From an optimization exercise on the open Yosys and OpenROAD flow, aimed at small area; shortcuts taken in it are not production practice.
The RTL was checked by simulation tests, not by an equivalence proof against the original design.
Power is estimated from default activity; no workload was simulated. The clock port is modelled as an ideal driver; clocking choices that lean on that would not hold on a real chip.

Setup of delta:
Design ll_mngr, start of the top module:
module ll_mngr (
  input  logic        clk,
  input  logic        reset_n,
  input  logic        cmd_valid,
  input  logic [2:0]  cmd_op,
  input  logic [2:0]  cmd_list,
  input  logic [5:0]  cmd_pos,
  input  logic [15:0] cmd_data,
  output logic        idle,
  output logic        resp_valid,
  output logic [1:0]  resp_status,
  output logic [15:0] resp_data
);
Size in the first run: about 900 cells after synthesis, ~590 flip-flops, roughly 51 I/O pins, roughly 0.014 mm2 of cells after synthesis.
==> flow/config.mk <==
export PLATFORM = sky130hd
export DESIGN_NAME = ll_mngr
export DESIGN_NICKNAME = ll_mngr
export VERILOG_FILES = /design/flow/design.v
export SDC_FILE = /design/flow/constraint.sdc
export NUM_CORES = 4
export LEC_CHECK = 0
export CAP_MARGIN = 20
export CORE_MARGIN = 2
export CORE_UTILIZATION = 60
export PLACE_DENSITY = 0.7
export SLEW_MARGIN = 20
==> flow/constraint.sdc <==
create_clock -name core_clock -period 5.0 [get_ports {clk}]
set_input_delay 1.0000 -clock core_clock [delete_from_list [all_inputs] [get_ports {clk}]]
set_output_delay 1.0000 -clock core_clock [all_outputs]
set_load 0.01 [all_outputs]
standard.sh (not shown) runs the stock make flow with config.mk's settings and CLKGATE_MAP_FILE= SYNTH_SCRIPT=/design/flow/synth_recipe.tcl, a recipe that flattens the netlist after the stock synthesis.
==> flow/flow/run.sh <==
#!/bin/bash
# Standard layout, with three changes:
#  - the port buffers are the smallest buffer cell;
#  - synthesis maps the logic with an area-oriented ABC script;
#  - clock tree synthesis inserts no dummy loads.
set -e
cp -r "$FLOW_HOME/scripts" ./scripts_local
printf 'strash\ndch -f\namap\ntopo\n' > scripts_local/abc_speed.script
export BUFFER_PORTS_ARGS="-buffer_cell sky130_fd_sc_hd__buf_1"
export CTS_ARGS="-sink_clustering_enable -repair_clock_nets -sink_clustering_size 38 -sink_clustering_max_diameter 60 -buf_list sky130_fd_sc_hd__clkbuf_16 -sink_clustering_buffer sky130_fd_sc_hd__clkbuf_16 -root_buf sky130_fd_sc_hd__clkbuf_8 -tree_buf sky130_fd_sc_hd__clkbuf_8 -dont_use_dummy_load"
bash standard.sh SCRIPTS_DIR="$PWD/scripts_local" finish > standard.log 2>&1
Modified inputs, maple compared to delta
==> flow/flow/run.sh <==
#!/bin/bash
# Standard layout, with three changes:
#  - the port buffers are the smallest buffer cell;
#  - synthesis maps the logic with an area-oriented ABC script;
#  - clock tree synthesis inserts no dummy loads.
set -e
cp -r "$FLOW_HOME/scripts" ./scripts_local
printf 'strash\ndch -f\namap\ntopo\n' > scripts_local/abc_speed.script
export BUFFER_PORTS_ARGS="-buffer_cell sky130_fd_sc_hd__buf_1"
export CTS_ARGS="-sink_clustering_enable -repair_clock_nets -sink_clustering_size 40 -sink_clustering_max_diameter 50 -buf_list sky130_fd_sc_hd__clkbuf_16 -sink_clustering_buffer sky130_fd_sc_hd__clkbuf_16 -root_buf sky130_fd_sc_hd__clkbuf_8 -tree_buf sky130_fd_sc_hd__clkbuf_8 -dont_use_dummy_load"
bash standard.sh SCRIPTS_DIR="$PWD/scripts_local" finish > standard.log 2>&1
==> run summary <==
maple and delta all finish clean.
[compare] base=delta new=maple: total of fill cells in the finished design went down by about 0.9%; slew at the pin closest to its max-slew limit went down by 36 ps.
Diff delta -> maple | number of buffers added by the clock tree synthesis step | up by more than a quarter
Compared with delta, maple shows worst-case setup margin in the final layout higher by 45 ps.
Changes observed in maple relative to delta: share of power burned in the clock network up 3.7 points; number of vias after detailed routing up 62; total routed wirelength up 1.6%.
[maple] combinational group share of total power fell 0.4 points relative to delta
Summary of the comparison: worst hold slack is higher in maple, relative to delta.
Relative to delta, maple degrades cell area after layout.
maple ended with more synthesis-to-layout area growth than delta.

Another version of the RTL of ll_mngr (not shown whole).
Size in the first run: ~930 cells after synthesis, ~590 flip-flops, roughly 51 I/O pins.
Design ll_mngr, start of the top module:
module ll_mngr (
  input  logic        clk,
  input  logic        reset_n,
  input  logic        cmd_valid,
  input  logic [2:0]  cmd_op,
  input  logic [2:0]  cmd_list,
  input  logic [5:0]  cmd_pos,
  input  logic [15:0] cmd_data,
  output logic        idle,
  output logic        resp_valid,
  output logic [1:0]  resp_status,
  output logic [15:0] resp_data
);
Settings: LEC_CHECK=0, CAP_MARGIN=20, CORE_MARGIN=2, CORE_UTILIZATION=60, PLACE_DENSITY=0.7, SLEW_MARGIN=20; clock period 5.0 ns.
==> flow/flow/run.sh <==
#!/bin/bash
# Standard layout, with three changes:
#  - the port buffers are the smallest buffer cell;
#  - synthesis maps the logic with an area-oriented ABC script, and leaves
#    adders to it rather than mapping them to adder cells first;
#  - clock tree synthesis inserts no dummy loads.
set -e
cp -r "$FLOW_HOME/scripts" ./scripts_local
printf 'strash\ndch -f\namap\ntopo\n' > scripts_local/abc_speed.script
export BUFFER_PORTS_ARGS="-buffer_cell sky130_fd_sc_hd__buf_1"
export CTS_ARGS="-sink_clustering_enable -repair_clock_nets -sink_clustering_size 35 -sink_clustering_max_diameter 70 -buf_list sky130_fd_sc_hd__clkbuf_16 -sink_clustering_buffer sky130_fd_sc_hd__clkbuf_16 -root_buf sky130_fd_sc_hd__clkbuf_8 -tree_buf sky130_fd_sc_hd__clkbuf_8 -dont_use_dummy_load"
bash standard.sh SCRIPTS_DIR="$PWD/scripts_local" ADDER_MAP_FILE= finish > standard.log 2>&1
Next try:
--- a/flow/flow/run.sh
+++ b/flow/flow/run.sh
@@ -4,2 +4 @@
-#  - synthesis maps the logic with an area-oriented ABC script, and leaves
-#    adders to it rather than mapping them to adder cells first;
+#  - synthesis maps the logic with an area-oriented ABC script;
@@ -12 +11 @@
-bash standard.sh SCRIPTS_DIR="$PWD/scripts_local" ADDER_MAP_FILE= finish > standard.log 2>&1
+bash standard.sh SCRIPTS_DIR="$PWD/scripts_local" finish > standard.log 2>&1
--- a/flow/config.mk
+++ b/flow/config.mk
@@ -10,0 +11,2 @@
+export GPL_ROUTABILITY_DRIVEN = 0
+export GPL_TIMING_DRIVEN = 0
The changed run finished with timing, DRC and antenna clean.
Global-route usage went down by 0.59 points.
Hold slack got worse by 0.048 ns.
Routed wire length decreases by 0.34%.
Cell area is higher by 0.81%.
Area after synthesis goes up by 0.43%.
Critical path depth shrinks by 8.
Power came out higher by 1.7%.
Clock-buffer cell count does not change.
Combinational power is higher by 10%.
Non-clock buffer count drops by 1.
Next try:
--- a/flow/config.mk
+++ b/flow/config.mk
@@ -11,2 +10,0 @@
-export GPL_ROUTABILITY_DRIVEN = 0
-export GPL_TIMING_DRIVEN = 0
After rerunning:
- The changed run passed the timing, DRC and antenna checks
- design area went down by about 0.46%
- final cell count does not change
- non-clock buffer count climbs by 1
- synthesized area does not change
- total power fell by 0.65%
- routed wire length came out higher by about 2.6%
- count of clock-buffer cells in the layout went down by 1
- via count fell by 0.98%
- fmax goes up by about 1.4%
- global-route usage came out higher by 0.83 points
- sequential power is about the same

re-timing with driven ports:
In the flow no input, the clock included, has a driving cell. The finished layouts below were timed again as built, in two steps. Step 1: set_driving_cell puts a clkbuf_16 on clk and a buf_2 on each other input, an assumption about the parent block. Step 2, shift: input delay + t, output delay - t, t = (earliest + latest rising clock arrival at the registers) / 2. This alone moves slack from input paths to output paths. a / b / c = ideal ports / drivers / drivers and shift; a / b = the first two.
run | t, ns | slack for setup (ns) | hold slack, ns
delta | 0.654 | 0.231 / 0.231 / 0.231 | 0.224 / 0.224 / 0.224
maple | 0.598 | 0.277 / 0.277 / 0.277 | 0.279 / 0.279 / 0.279
the first run of note 2 | 0.633 | 0.735 / 0.735 / 0.735 | 0.299 / 0.299 / 0.299
the second run of note 2 | 0.629 | 0.277 / 0.277 / 0.277 | 0.251 / 0.251 / 0.251
the third run of note 2 | 0.630 | 0.341 / 0.341 / 0.341 | 0.316 / 0.316 / 0.316
After both steps setup and hold are still met in every run listed.
